From an optimization exercise on the open Yosys and OpenROAD flow, aimed at small area, a short achievable clock period and few clock cycles per item; shortcuts taken in it are not production practice.
Function was checked by simulation only, so behaviour that the tests miss may differ from the original.
Power and IR drop assume default switching activity.

==> design/flow/design.v <==
package hcc_pkg;
   localparam int MAX_ORDER = 16;
   localparam int COORD_W   = MAX_ORDER;
   localparam int INDEX_W   = 2 * MAX_ORDER;
   localparam int ORDER_W   = 5;
   localparam logic ACT_TO_INDEX  = 1'b0;
   localparam logic ACT_TO_COORDS = 1'b1;
   localparam int MAP_W = 6;
endpackage
module hcc_cell (
   input  logic [hcc_pkg::MAP_W-1:0] hi_map,
   input  logic [hcc_pkg::MAP_W-1:0] lo_map,
   output logic [hcc_pkg::MAP_W-1:0] out_map
);
   logic a00, a01, a10, a11, au, ac;    
   logic b00, b01, b10, b11, bu, bc;    
   assign {a00, a01, a10, a11, au, ac} = hi_map;
   assign {b00, b01, b10, b11, bu, bc} = lo_map;
   assign out_map[5] = (b00 & a00) ^ (b01 & a10);
   assign out_map[4] = (b00 & a01) ^ (b01 & a11);
   assign out_map[3] = (b10 & a00) ^ (b11 & a10);
   assign out_map[2] = (b10 & a01) ^ (b11 & a11);
   assign out_map[1] = (b00 & au) ^ (b01 & ac) ^ bu;
   assign out_map[0] = (b10 & au) ^ (b11 & ac) ^ bc;
endmodule
module hilbert_curve_converter (
   input  logic                        clock,
   input  logic                        reset,
   input  logic                        req_valid,
   output logic                        req_stall,
   input  logic [64:0]                 req_word,
   output logic                        rsp_valid,
   input  logic                        rsp_stall,
   output logic [63:0]                 rsp_word,
   input  logic                        csr_write_enable,
   input  logic [4:0]                  csr_write_data
);
   localparam int N  = hcc_pkg::MAX_ORDER;
   localparam int MW = hcc_pkg::MAP_W;
   logic [hcc_pkg::ORDER_W-1:0] order_ff;       
   logic [N-1:0]                lvl_mask;       
   logic                        take;           
   logic                        s1_take;        
   logic [N-1:0]                a_in, b_in;
   logic                        s1_valid_ff;
   logic                        s1_action_ff;
   logic [N-1:0]                s1_a_ff, s1_b_ff;
   logic [N-1:0][MW-1:0]        elem;           
   logic [N-1:0][MW-1:0]        pre [0:4];      
   logic [N-1:0]                st_u, st_c;     
   logic [2*N-1:0]              res_in;         
   logic                        rsp_valid_ff;
   logic                        rsp_action_ff;
   logic [2*N-1:0]              rsp_res_ff;
   always_ff @(posedge clock) begin
      if (reset) begin
         order_ff <= hcc_pkg::ORDER_W'(N);
      end else if (csr_write_enable) begin
         order_ff <= (csr_write_data > hcc_pkg::ORDER_W'(N)) ? hcc_pkg::ORDER_W'(N) : csr_write_data;
      end
   end
   for (genvar s = 0; s < N; s++) begin : g_mask
      assign lvl_mask[s] = hcc_pkg::ORDER_W'(s) < order_ff;
   end
   for (genvar s = 0; s < N; s++) begin : g_in
      always_comb begin
         if (req_word[64] == hcc_pkg::ACT_TO_INDEX) begin
            a_in[s] = req_word[48+s];
            b_in[s] = req_word[48+s] ^ req_word[32+s];
         end else begin
            a_in[s] = req_word[2*s+1];
            b_in[s] = req_word[2*s] ^ req_word[2*s+1];
         end
      end
   end
   assign take      = !rsp_valid_ff || !rsp_stall;
   assign s1_take   = !s1_valid_ff || take;
   assign req_stall = !s1_take;
   always_ff @(posedge clock) begin
      if (reset) begin
         s1_valid_ff <= 1'b0;
      end else if (s1_take) begin
         s1_valid_ff <= req_valid;
      end
   end
   always_ff @(posedge clock) begin
      if (reset) begin
         rsp_valid_ff <= 1'b0;
      end else if (take) begin
         rsp_valid_ff <= s1_valid_ff;
      end
   end
   always_ff @(posedge clock) begin
      if (s1_take) begin
         s1_action_ff <= req_word[64];
         s1_a_ff      <= a_in & lvl_mask;
         s1_b_ff      <= b_in & lvl_mask;
      end
   end
   for (genvar s = 0; s < N; s++) begin : g_elem
      logic a, b;
      assign a = s1_a_ff[s];
      assign b = s1_b_ff[s];
      assign elem[s] = (s1_action_ff == hcc_pkg::ACT_TO_INDEX)
                       ? {1'b1, !b, b, 1'b1, !(a | b), a & b}
                       : {1'b1, 1'b0, 1'b0, 1'b1, !(a | b), a & !b};
   end
   for (genvar i = 0; i < N; i++) begin : g_pre0
      if (i == 0) begin : g_top
         logic u0;
         assign u0 = order_ff[0];
         assign pre[0][i] = {4'b0000,
                             (elem[N-1][5] & u0) ^ elem[N-1][1],
                             (elem[N-1][3] & u0) ^ elem[N-1][0]};
      end else begin : g_rest
         assign pre[0][i] = elem[N-1-i];
      end
   end
   for (genvar r = 0; r < 4; r++) begin : g_round
      for (genvar i = 0; i < N; i++) begin : g_node
         if (((i >> r) & 1) == 1) begin : g_comb
            hcc_cell u_cell (
               .hi_map  (pre[r][((i >> r) << r) - 1]),
               .lo_map  (pre[r][i]),
               .out_map (pre[r+1][i])
            );
         end else begin : g_pass
            assign pre[r+1][i] = pre[r][i];
         end
      end
   end
   for (genvar s = 0; s < N; s++) begin : g_state
      if (s == N-1) begin : g_top
         assign st_u[s] = order_ff[0];
         assign st_c[s] = 1'b0;
      end else begin : g_rest
         assign st_u[s] = pre[4][N-2-s][1];
         assign st_c[s] = pre[4][N-2-s][0];
      end
   end
   for (genvar s = 0; s < N; s++) begin : g_out
      logic a, b, u, c;
      assign a = s1_a_ff[s];
      assign b = s1_b_ff[s];
      assign u = st_u[s];
      assign c = st_c[s];
      always_comb begin
         if (s1_action_ff == hcc_pkg::ACT_TO_INDEX) begin
            res_in[2*s+1] = a ^ (b ? u : c);
            res_in[2*s]   = b;
         end else begin
            res_in[2*s+1] = ((u ^ c) ? b : a) ^ c;
            res_in[2*s]   = ((u ^ c) ? a : b) ^ c;
         end
      end
   end
   always_ff @(posedge clock) begin
      if (take) begin
         rsp_action_ff <= s1_action_ff;
         rsp_res_ff    <= res_in;
      end
   end
   for (genvar s = 0; s < N; s++) begin : g_rsp
      assign rsp_word[32+2*s+1] = rsp_res_ff[2*s+1] & (rsp_action_ff == hcc_pkg::ACT_TO_INDEX);
      assign rsp_word[32+2*s]   = rsp_res_ff[2*s]   & (rsp_action_ff == hcc_pkg::ACT_TO_INDEX);
      assign rsp_word[16+s]     = rsp_res_ff[2*s+1] & (rsp_action_ff == hcc_pkg::ACT_TO_COORDS);
      assign rsp_word[s]        = rsp_res_ff[2*s]   & (rsp_action_ff == hcc_pkg::ACT_TO_COORDS);
   end
   assign rsp_valid = rsp_valid_ff;
endmodule
==> design/flow/run.sh <==
#!/bin/bash
# synth_recipe.tcl (not shown) runs the flow's synth.tcl, then flattens the netlist and writes it again
# the make line also repeats each setting of config.mk as NAME=value (left out here)
make -C /OpenROAD-flow-scripts/flow DESIGN_CONFIG=/design/flow/config.mk WORK_HOME=/design/flow/orfs CLKGATE_MAP_FILE= SYNTH_SCRIPT=/design/flow/synth_recipe.tcl finish
==> design/flow/config.mk <==
export PLATFORM = sky130hd
export DESIGN_NAME = hilbert_curve_converter
export DESIGN_NICKNAME = hilbert_curve_converter
export VERILOG_FILES = /design/flow/design.v
export SDC_FILE = /design/flow/constraint.sdc
export NUM_CORES = 4
export LEC_CHECK = 0
export ABC_CLOCK_PERIOD_IN_PS = 3500
export CAP_MARGIN = 20
export CORE_MARGIN = 2
export CORE_UTILIZATION = 40
export SETUP_SLACK_MARGIN = 1.5
export SLEW_MARGIN = 20
==> design/flow/constraint.sdc <==
create_clock -name core_clock -period 5.0 [get_ports {clock}]
set_input_delay 1.0000 -clock core_clock [delete_from_list [all_inputs] [get_ports {clock}]]
set_output_delay 1.0000 -clock core_clock [all_outputs]
set_load 0.01 [all_outputs]
==> run notes, run 1 <==
status=timing/DRC/antenna clean; IO Count=141; initial antenna violation count=0; CP max FO=6; Total Die Area=22100 um2; root buffer cell=clkbuf_16; Max-cap violations=0; filler instances=1878; Setup WS post-layout=0.418 ns; EDFF count, synth=66; GPL Wtd Cong=0.859; R2R Setup Slk=0.42 ns; via count=7957; Hold Fails Final Rpt=0; top_reg_cell synth=edfxtp_1; Worst slew margin=43.0%; cts hold-fix bufs=0; htree depth=3; worst flop-to-flop path startpoint=s1_action_ff$_DFFE_PN_; skew final=0.00699 ns; Clock Power Share=10.1%; sequential element share of the synthesized area=25.4%; critical path's largest stage delay=0.44 ns; fraction of layout cells with a size suffix above 1=17.4%; clk slew on worst S/H paths=0.06 ns; PD cells=678 nW/um2; vias in the first global route=7319; Multi-input gate area=6480 um2; initial core utilization=41.1%; switch share=41.2%; sw power=3240 uW; post-route cell area=11600 um2; type of origin of the critical path=flip-flop; #FFs+latches synth=73; Hold EP=rsp_valid_ff$_SDFFE_PP0P_; Crit-path slowest cell=xnor3_2; final slew viol count=0; CP endpoint kind=flip-flop; actual slew at the worst max-slew pin=0.847 ns; first-pass GRT wire length=38.0 mm; crit share post-route=91.6%; Placed Area=10200 um2; Detailed Route Iter0 Violations=490; Hold WS=0.490 ns; register area=2120 um2; Reg2Reg Depth=19; hold_sp=s1_valid_ff$_SDFFE_PP0N_; worst endpoint required time=5.19 ns; IO Port Bufs=140; core area=20400 um2; post-DP HPWL=16.8 mm; Post-Syn Area=8370 um2; Mapped Nets=1146; TritonCTS Buffers=9; Clock Path Buffers=2; sequential power share=13.4%; DRC=0; WS Path Type=flip-flop to flip-flop; Comb power frac=76.5%; fmax=218 MHz; clock latency at the later pin of the worst-skew pair=0.35 ns; Int Power=4610 uW; CTS tree=yes; global route overflow=0; clock sink total=73; Area Overhead vs Synth=38.3%; reg2reg end=rsp_res_ff[11]$_DFFE_PP_; Core Rows=52; syn_area_per_cell=8.03 um2; Hold Path Depth=2; router iterations before antenna repair=5; overall routing resource usage=21.4%; ANT cells=0; Layout Utilization=56.8%; unrepaired setup endpoints after global routing=yes; largest net degree at the start of global routing=41; CP Cell Sequence=buf_12 -> clkinv_16 -> ha_4 -> and2b_4 -> xnor2_4 -> buf_6 -> a21o_4 -> a2111oi_4 -> o31ai_4 -> and3_4 -> or3_4 -> xnor3_2 -> or2_4 -> o41ai_2 -> a311oi_2 -> xor2_1 -> buf_4 -> mux2_4 -> mux2i_1; # setup viols final=0; Place WS=0.125 ns; Die Y=149 um; Syn Inst Count=1042; Cell variety after synth=80; final WL=23.9 mm; routed length per placed instance=16.2 um; net count reported at finish=1304; fin crit period=4.58 ns; post-DR vias/cell=5.39; Max VDD drop=0.000431 V; Warnings, synthesis=3; type of the most critical hold path=flip-flop to flip-flop; Pleak=0.00452 uW; setup TNS=0 ns; Async S/R FF share, synth=0%; die width=149 um; Post-DRT Antenna Nets=0; crit path DAT=4.78 ns
==> synthesized netlist by cell type (4+ instances only) <==
cell      number  area share, %
o21ai_0       44            2.6
o211a_1        4           0.48
clkbuf_1      57            2.6
and2_1        39            2.9
o21ai_1        4           0.24
o21a_1         9           0.81
dfxtp_1        7            1.7
edfxtp_1      66             24
o211ai_1       9           0.81
nand2_1       81            3.6
a21boi_0       6           0.54
a31oi_1       24            1.8
xor2_1        39            4.1
a221oi_1       7           0.73
nand3_1       13           0.78
buf_1          5           0.22
nand2b_1      10           0.75
buf_2          7           0.42
ha_1          29            4.3
nor2b_1       44            3.3
inv_1         37            1.7
a221o_1        5           0.60
nor3_1        17            1.0
and3_1         7           0.52
o221ai_1       4           0.42
a211oi_1      25            2.2
nand3b_1       5           0.45
mux2i_1       43            5.1
nor2_1       133            6.0
or3_1          4           0.30
a21oi_1       81            4.8
xnor2_1       97             10
xnor3_1        4            1.1
==> metrics by stage <==
stage	power, uW	std cells
after floorplan	4380	1042
after global placement	5300	1409
after detailed placement	5330	1409
after CTS	6870	1457
after global routing	8370	1475
final	7850	1475
==> cell usage in the layout (no fill, tap or decap), types with 5 or more instances in the layout <==
cell type	synthesis	layout
clkbuf_16	0	11
xnor2_1	97	70
buf_6	1	8
buf_4	0	60
nand2_1	81	80
edfxtp_1	66	66
o211ai_1	9	9
o21ai_1	4	8
a221o_1	5	5
clkdlybuf4s50_1	0	139
nand3_1	13	11
and2_1	39	39
dfxtp_1	7	7
a21oi_2	3	9
xor2_1	39	35
and3_1	7	5
ha_1	29	28
a211oi_1	25	23
nor2_1	133	122
xnor2_2	2	27
o21ai_0	44	37
o21a_1	9	8
inv_1	37	37
nor2b_1	44	44
a21boi_0	6	5
mux2i_1	43	43
nand2b_1	10	10
nand3b_1	5	5
a21oi_1	81	74
nor3_1	17	12
a31oi_1	24	23
nor2_4	0	9
==> worst max path at each step <==
stage                                start                       end  slack (ns)  cells past startpoint
global placement    s1_action_ff$_DFFE_PN_   rsp_res_ff[5]$_DFFE_PP_        0.22                     17
floorplan           s1_action_ff$_DFFE_PN_   rsp_res_ff[9]$_DFFE_PP_        0.65                     18
detailed placement  s1_action_ff$_DFFE_PN_   rsp_res_ff[5]$_DFFE_PP_        0.13                     17
finish              s1_action_ff$_DFFE_PN_  rsp_res_ff[11]$_DFFE_PP_        0.42                     19
CTS                 s1_action_ff$_DFFE_PN_   rsp_res_ff[9]$_DFFE_PP_        0.65                     18
global route        s1_action_ff$_DFFE_PN_  rsp_res_ff[11]$_DFFE_PP_        0.30                     19
==> power groups by stage <==
stage	clock network [uW]	logic, uW	registers [uW]
final	795	6000	1050
after global routing	832	6460	1080
after CTS	809	5020	1050
after detailed placement	0	4260	1070
after global placement	0	4240	1060
after floorplan	0	3400	975
==> state kept, by name, summed over array words and instances (netlist names) <==
| name | count |
|---|---|
| rsp_res_ff | 32 |
| rsp_valid_ff | 1 |
| s1_b_ff | 16 |
| s1_action_ff | 1 |
| order_ff | 5 |
| s1_valid_ff | 1 |
| s1_a_ff | 16 |
| rsp_action_ff | 1 |
==> layout make-up <==
type	count	area share (%)
Tap cell	270	2.92
Inverter	40	1.52
Multi-Input combinational cell	860	56.0
Timing Repair Buffer	216	18.1
Clock buffer	12	2.30
Clock inverter	4	0.843
Sequential cell	73	18.3
==> metal layers <==
layer	part of all wire (%)	GRT usage (%)	vias up
li1	-	-	3985
met1	46	28.9	3725
met2	48	36.9	222
met3	4.6	2.79	25
met4	1.4	4.19	0
met5	0	0	-
==> critical path, delay by kind of cell, from the launching register on <==
family          cells  cell delay (ns)
compound gates      5             1.09
xor+xnor            3             0.74
fa+ha+maj           1             0.18
buf+inv             4             0.51
flops               1             0.42
mux                 2             0.39
simple gates        4             1.09
==> cells by family (layout without fill, tap and decap cells) <==
| family | after synthesis | count (layout) | synth area share, % |
|---|---|---|---|
| DFF | 73 | 73 | 25.4 |
| AOI/OAI and AO/OA | 272 | 272 | 22.0 |
| buffers and inverters | 110 | 272 | 5.13 |
| and+or+nand+nor | 366 | 366 | 20.8 |
| xor gates and xnor gates | 146 | 147 | 16.9 |
| adders and majority gates | 29 | 29 | 4.34 |
| muxes | 46 | 46 | 5.55 |
==> what timing repair did <==
item,in CTS,in global routing
buffers inserted,31,16
setup endpoints to repair,31,22
pin swaps,34,39
cloned,1,2
gates resized for setup,45,64
Testbench counts, summed over its fixed seeds: cycles 2,568, items 2,560.
==> run 2, diff against run 1 <==
--- a/design/flow/config.mk
+++ b/design/flow/config.mk
@@ -7,3 +7,2 @@
 export LEC_CHECK = 0
-export ABC_CLOCK_PERIOD_IN_PS = 3500
 export CAP_MARGIN = 20
==> run notes, run 2 <==
Clock Path Buffers=2 (unchanged); TritonCTS Buffers=9 (unchanged); Post-DRT Antenna Nets=0 (unchanged); # setup viols final=0 (unchanged); Worst slew margin=43.0% (unchanged); initial core utilization=41.1% (unchanged); sequential element share of the synthesized area=25.4% (unchanged); top cells by area, synth=edfxtp_1 (24%), xnor2_1 (10%), nor2_1 (6.0%); vias in the first global route=7319 (unchanged); Syn Inst Count=1042 (unchanged); Hold Fails Final Rpt=0 (unchanged); CP Cell Sequence=buf_12 -> clkinv_16 -> ha_4 -> and2b_4 -> xnor2_4 -> buf_6 -> a21o_4 -> a2111oi_4 -> o31ai_4 -> and3_4 -> or3_4 -> xnor3_2 -> or2_4 -> o41ai_2 -> a311oi_2 -> xor2_1 -> buf_4 -> mux2_4 -> mux2i_1; critical path depth=19 (unchanged); Post-Syn Area=8370 um2 (unchanged); PD cells=678 nW/um2 (unchanged); Mapped Nets=1146 (unchanged); Placed Cells=1409 (unchanged); Async S/R FF share, synth=0% (unchanged); most frequent cell after synthesis=nor2_1; initial antenna violation count=0 (unchanged); actual slew at the worst max-slew pin=0.847 ns (unchanged); ANT cells=0 (unchanged); Area Overhead vs Synth=38.3% (unchanged); multiplexer share of the synthesized area=5.55% (unchanged); die width=149 um (unchanged); top_reg_cell synth=edfxtp_1; WS Path Type=flip-flop to flip-flop; root buffer cell=clkbuf_16; fin crit period=4.58 ns (unchanged); Regs by FF count=rsp_res_ff: 32 flops, s1_a_ff: 16 flops, s1_b_ff: 16 flops; Largest Register=rsp_res_ff; EDFF count, synth=66 (unchanged); CP endpoint kind=flip-flop; R2R Setup Slk=0.42 ns (about the same); routed length per placed instance=16.2 um (unchanged); IO Port Bufs=140 (unchanged); clk slew on worst S/H paths=0.06 ns (about the same); GPL Wtd Cong=0.859 (unchanged); first-pass GRT wire length=38.0 mm (unchanged); Crit-path slowest cell=xnor3_2; Warnings, synthesis=3 (unchanged); global route overflow=0 (unchanged); largest family of logic cells by synthesized area=compound AO/OA/AOI/OAI gates; type of origin of the critical path=flip-flop; syn_area_per_cell=8.03 um2 (unchanged); Reg2Reg Depth=19 (unchanged); cts hold-fix bufs=0 (unchanged); Setup crit end=rsp_res_ff[11]$_DFFE_PP_; crit share post-route=91.6% (unchanged); post-DR vias/cell=5.39 (unchanged); synth cell count leaders=nor2_1 (133), xnor2_1 (97), a21oi_1 (81), nand2_1 (81), edfxtp_1 (66); critical path's largest stage delay=0.44 ns (about the same); Max-cap violations=0 (unchanged); crit path DAT=4.78 ns (about the same); final WL=23.9 mm (unchanged); Synth Area in XOR/XNOR=16.9% (unchanged); CTS tree=yes; fmax=218 MHz (unchanged); post-synthesis compound-gate area fraction=22.0% (unchanged); final slew viol count=0 (unchanged); fraction of layout cells with a size suffix above 1=17.4% (unchanged); Die Y=149 um (unchanged); setup TNS=0 ns (unchanged); overall routing resource usage=21.4% (unchanged); unrepaired setup endpoints after global routing=yes; Hold WS=0.490 ns (unchanged); post-DP HPWL=16.8 mm (unchanged); DRC=0 (unchanged); clock sink total=73 (unchanged); Core Rows=52 (unchanged); Total Die Area=22100 um2 (unchanged); most common cell after layout, fill and taps aside=clkdlybuf4s50_1; most frequent cells in the layout=clkdlybuf4s50_1 (139), nor2_1 (122), nand2_1 (80); IO Count=141 (unchanged); Critical path buffers and inverters=4 (unchanged); status=timing/DRC/antenna clean; Cell variety after synth=80 (unchanged); clock latency at the later pin of the worst-skew pair=0.35 ns (about the same); router iterations before antenna repair=5 (unchanged); #FFs+latches synth=73 (unchanged); core area=20400 um2 (unchanged); Tot Pwr=7850 uW (unchanged); skew final=0.00699 ns (unchanged); net count reported at finish=1304 (unchanged); Synth area leader=edfxtp_1; via count=7957 (unchanged); Largest register FFs=32 (unchanged); type of the most critical hold path=flip-flop to flip-flop; Adder-Cell Fraction of Synth Area=4.34% (unchanged); htree depth=3 (unchanged); Finished Layout Cells=1475 (unchanged); worst endpoint required time=5.19 ns (about the same); top-area cell type share of the netlist area=23.7% (unchanged); worst flop-to-flop path startpoint=s1_action_ff$_DFFE_PN_; Max VDD drop=0.000431 V (unchanged); Place WS=0.125 ns (unchanged); largest net degree at the start of global routing=41 (unchanged); CP max FO=6 (unchanged); Setup WS post-layout=0.418 ns (unchanged); Worst Setup SP=s1_action_ff$_DFFE_PN_; reg2reg end=rsp_res_ff[11]$_DFFE_PP_; Post-Synth Simple-Gate Area=20.8% (unchanged); Pleak=0.00452 uW (unchanged); CP top delay family=simple AND/OR/NAND/NOR gates; Detailed Route Iter0 Violations=490 (unchanged)
-- run 2: cell counts after synthesis --
No cell type changed its count.
-- run 2: what timing repair did --
action / in CTS / in global routing
endpoints found under the setup margin: 31 / 22
buffers inserted: 31 / 16
cloned: 1 / 2
gates resized for setup: 45 / 64
pin swaps: 34 / 39
-- run 2: metal layers --
| layer | wire length [um] | global-route usage [%] |
|---|---|---|
| met1 | 11000 | 28.9 |
| met2 | 11500 | 36.9 |
| met3 | 1110 | 2.79 |
| met4 | 343 | 4.19 |
| met5 | 0 | 0 |
-- run 2: cell type report --
class / instances / area (um2)
Inverter: 40 / 176
Sequential cell: 73 / 2120
Clock inverter: 4 / 97.6
Fill cell: 1878 / 8790
Tap cell: 270 / 338
Clock buffer: 12 / 267
Timing Repair Buffer: 216 / 2100
Multi-Input combinational cell: 860 / 6480
-- run 2: cells by family after synthesis --
kind of cell / after synthesis
AND/OR/NAND/NOR: 366
multiplexers: 46
AO/OA/AOI/OAI: 272
adder cells (fa/ha/maj): 29
buffers and inverters: 110
flip-flops: 73
XOR/XNOR: 146
-- run 2: where the power goes --
part | switching, uW | internal [uW] | leakage, uW
logic | 2830 | 3170 | 0.00359
registers | 134 | 915 | 0.000762
clock network | 266 | 529 | 0.000175
-- run 2: worst min path at each step --
stage / slack [ns] / cells after the start / startpoint / to
after floorplan: 0.44 / 2 / s1_valid_ff$_SDFFE_PP0N_ / rsp_valid_ff$_SDFFE_PP0P_
final: 0.49 / 2 / s1_valid_ff$_SDFFE_PP0N_ / rsp_valid_ff$_SDFFE_PP0P_
after global routing: 0.55 / 2 / s1_valid_ff$_SDFFE_PP0N_ / rsp_valid_ff$_SDFFE_PP0P_
after global placement: 0.47 / 2 / s1_valid_ff$_SDFFE_PP0N_ / rsp_valid_ff$_SDFFE_PP0P_
after CTS: 0.50 / 2 / s1_valid_ff$_SDFFE_PP0N_ / rsp_valid_ff$_SDFFE_PP0P_
after detailed placement: 0.48 / 2 / s1_valid_ff$_SDFFE_PP0N_ / rsp_valid_ff$_SDFFE_PP0P_
-- run 2: worst min-delay path, delay by kind of cell, from the launching register on --
family | cells | cell delay, ns
and+or+nand+nor | 1 | 0.07
DFF | 1 | 0.34
AOI/OAI and AO/OA | 1 | 0.04
-- run 2: stage by stage --
stage	util, %	instance area (um2)
after floorplan	-	8580
after global placement	50.2	10200
after detailed placement	50.2	10200
after CTS	54.4	11100
after global routing	56.8	11600
final	56.8	11600
==> run 3, diff against run 2 <==
--- a/design/flow/config.mk
+++ b/design/flow/config.mk
@@ -10,3 +10,2 @@
 export CORE_UTILIZATION = 40
-export SETUP_SLACK_MARGIN = 1.5
 export SLEW_MARGIN = 20
==> run notes, run 3 <==
status=timing/DRC/antenna clean; Post-Synth Simple-Gate Area=20.8% (unchanged); CP endpoint kind=flip-flop; die width=149 um (unchanged); Detailed Route Iter0 Violations=535 (+9.2%); Setup crit end=rsp_res_ff[10]$_DFFE_PP_; Synth area leader=edfxtp_1; Setup Buffers After CTS=0 (-100%); Core Rows=52 (unchanged); top-area cell type share of the netlist area=23.7% (unchanged); root buffer cell=clkbuf_16; post-synthesis compound-gate area fraction=22.0% (unchanged); Largest register FFs=32 (unchanged); net count reported at finish=1253 (-3.9%); type of origin of the critical path=flip-flop; Pleak=0.00398 uW (-12%); critical path depth=17 (-2); htree depth=3 (unchanged); fmax=215 MHz (-1.4%); Syn Inst Count=1042 (unchanged); worst endpoint required time=5.11 ns (-0.08 ns); largest net degree at the start of global routing=50 (+22%); DRC=0 (unchanged); critical path's largest stage delay=0.50 ns (+0.06 ns); fin crit period=4.65 ns (+0.0665 ns); type of the most critical hold path=flip-flop to flip-flop; CP max FO=12 (+6); synth cell count leaders=nor2_1 (133), xnor2_1 (97), a21oi_1 (81), nand2_1 (81), edfxtp_1 (66); Worst Setup SP=s1_action_ff$_DFFE_PN_; Largest Register=rsp_res_ff; clock sink total=73 (unchanged); initial core utilization=41.1% (unchanged); PD cells=564 nW/um2 (-17%); Async S/R FF share, synth=0% (unchanged); Post-DRT Antenna Nets=0 (unchanged); Regs by FF count=rsp_res_ff: 32 flops, s1_a_ff: 16 flops, s1_b_ff: 16 flops; IO Count=141 (unchanged); Die Y=149 um (unchanged); Warnings, synthesis=3 (unchanged); clock latency at the later pin of the worst-skew pair=0.35 ns (about the same); CP top delay family=compound AO/OA/AOI/OAI gates; fraction of layout cells with a size suffix above 1=6.93% (-10 points); crit path DAT=4.76 ns (-0.02 ns); Hold Fails Final Rpt=0 (unchanged); final WL=22.5 mm (-6.0%); #FFs+latches synth=73 (unchanged); Reg2Reg Depth=17 (-2); first-pass GRT wire length=36.7 mm (-3.6%); clk slew on worst S/H paths=0.07 ns (about the same); Synth Area in XOR/XNOR=16.9% (unchanged); EDFF count, synth=66 (unchanged); CTS tree=yes; post-DP HPWL=17.1 mm (+1.9%); crit share post-route=93.0% (+1.3 points); via count=7621 (-4.2%); Crit-path slowest cell=xnor3_2; global route overflow=0 (unchanged); Area Overhead vs Synth=24.0%; # setup viols final=0 (unchanged); core area=20400 um2 (unchanged); multiplexer share of the synthesized area=5.55% (unchanged); reg2reg end=rsp_res_ff[10]$_DFFE_PP_; IO Port Bufs=140 (unchanged); unrepaired setup endpoints after global routing=no; Max-cap violations=0 (unchanged); router iterations before antenna repair=5 (unchanged); hold_sp=s1_valid_ff$_SDFFE_PP0N_; top cells by area, synth=edfxtp_1 (24%), xnor2_1 (10%), nor2_1 (6.0%); Layout Utilization=51.0% (-5.9 points); TritonCTS Buffers=9 (unchanged); Critical path buffers and inverters=2 (-2); initial antenna violation count=0 (unchanged); syn_area_per_cell=8.03 um2 (unchanged); routed length per placed instance=15.8 um (-2.6%); Max VDD drop=0.000306 V (-29%); Cell variety after synth=80 (unchanged); Worst slew margin=49.0% (+6.0 points); ANT cells=0 (unchanged); WS Path Type=flip-flop to flip-flop; final slew viol count=0 (unchanged); R2R Setup Slk=0.35 ns (-0.07 ns); worst flop-to-flop path startpoint=s1_action_ff$_DFFE_PN_; post-route cell area=10400 um2 (-10%); Placed Area=10000 um2 (-1.9%); setup TNS=0 ns (unchanged); most frequent cells in the layout=clkdlybuf4s50_1 (139), nor2_1 (133), xnor2_1 (95); most common cell after layout, fill and taps aside=clkdlybuf4s50_1; vias in the first global route=7112 (-2.8%); CP Cell Sequence=clkinv_4 -> ha_1 -> and2b_4 -> xnor2_4 -> xnor3_2 -> a2111oi_4 -> o21ba_2 -> o31ai_1 -> a21oi_2 -> xnor3_2 -> buf_4 -> nor3_1 -> a211oi_1 -> a311oi_1 -> xor2_1 -> a21oi_1 -> o211a_1; skew final=0.00987 ns (+0.00288 ns); cell mode on critical path=xnor3_2; Clock Path Buffers=2 (unchanged); overall routing resource usage=20.6% (-0.83 points); sequential element share of the synthesized area=25.4% (unchanged); most frequent cell after synthesis=nor2_1; Total Die Area=22100 um2 (unchanged); Mapped Nets=1146 (unchanged); actual slew at the worst max-slew pin=0.761 ns (-0.0863 ns); GPL Wtd Cong=0.886 (+3.1%); top_reg_cell synth=edfxtp_1; largest family of logic cells by synthesized area=compound AO/OA/AOI/OAI gates; Post-Syn Area=8370 um2 (unchanged); Adder-Cell Fraction of Synth Area=4.34% (unchanged); post-DR vias/cell=5.35 (-0.79%)
run 3: how the worst min path moves through the flow:
| stage | depth (start not counted) | slack [ns] | end |
|---|---|---|---|
| after detailed placement | 2 | 0.49 | rsp_valid_ff$_SDFFE_PP0P_ |
| after global placement | 2 | 0.47 | rsp_valid_ff$_SDFFE_PP0P_ |
| after global routing | 2 | 0.55 | rsp_valid_ff$_SDFFE_PP0P_ |
| final | 2 | 0.49 | rsp_valid_ff$_SDFFE_PP0P_ |
| after floorplan | 0 | 0.43 | rsp_action_ff$_DFFE_PP_ |
| after CTS | 2 | 0.50 | rsp_valid_ff$_SDFFE_PP0P_ |
run 3: tightest hold or removal path: stages (launching register included):
cell	delay (ns)
dfxtp_1	0.34
a21oi_1	0.05
nor2_1	0.07
run 3: stage by stage:
stage	cells	total power [uW]	hold WS, ns	setup WS [ns]
floorplan	1042	4110	0.425	0.168
global placement	1408	5040	0.469	0.315
detailed placement	1408	5100	0.494	0.228
CTS	1424	5830	0.497	0.204
global route	1424	6380	0.546	0.0216
finish	1424	5860	0.493	0.351
run 3: layout make-up:
cell class | count | area (um2)
Tap cell | 270 | 338
Fill cell | 1965 | 9990
Clock buffer | 9 | 225
Clock inverter | 7 | 83.8
Timing Repair Buffer | 166 | 1590
Inverter | 40 | 155
Sequential cell | 73 | 2120
Multi-Input combinational cell | 859 | 5860
run 3: per-layer routing:
layer | part of all wire [%] | vias up | global-route usage, %
li1 | - | 3895 | -
met1 | 47 | 3478 | 27.7
met4 | 1.5 | 0 | 5.24
met3 | 4.9 | 23 | 2.76
met2 | 47 | 225 | 34.9
met5 | 0 | - | 0
run 3: timing repair:
| action | 4_1_cts | 5_1_grt |
|---|---|---|
| endpoints found under the setup margin | 0 | 8 |
| hold buffers | 0 | 0 |
| gates resized for setup | 0 | 7 |
run 3: where the power goes:
part,switching [uW],internal [uW]
clock network,302,398
registers,137,915
logic,2160,1950
total,2600,3260
run 3: cells by family after synthesis:
logic type,after synthesis
DFF,73
muxes,46
and+or+nand+nor,366
AOI/OAI and AO/OA,272
adders and majority gates,29
xor gates and xnor gates,146
buffers and inverters,110

## separate check: timing with driven ports
No port has a modelled driver above. Below, the same layouts with a new extraction and two added sets of constraints. Step 1 assumes that a clkbuf_16 drives the clock port and a buf_2 every other input. Step 2 moves the port delays by t, midway between the first and last clock arrival at a register: inputs arrive t later, outputs are due t later. That takes back most of the time a late clock gives input paths. Three values: ideal ports, drivers, drivers and shift; two values: the first two.
run | t, ns | setup WS [ns] | hold WS [ns] | slew at the worst register clock pin (ns)
run 1 | 0.386 | 0.418 / 0.418 / 0.418 | 0.490 / 0.490 / 0.490 | 0.06 / 0.06
run 2 | 0.386 | 0.418 / 0.418 / 0.418 | 0.490 / 0.490 / 0.490 | 0.06 / 0.06
run 3 | 0.393 | 0.351 / 0.351 / 0.351 | 0.493 / 0.493 / 0.493 | 0.07 / 0.07
After both steps every run listed still meets setup and hold.
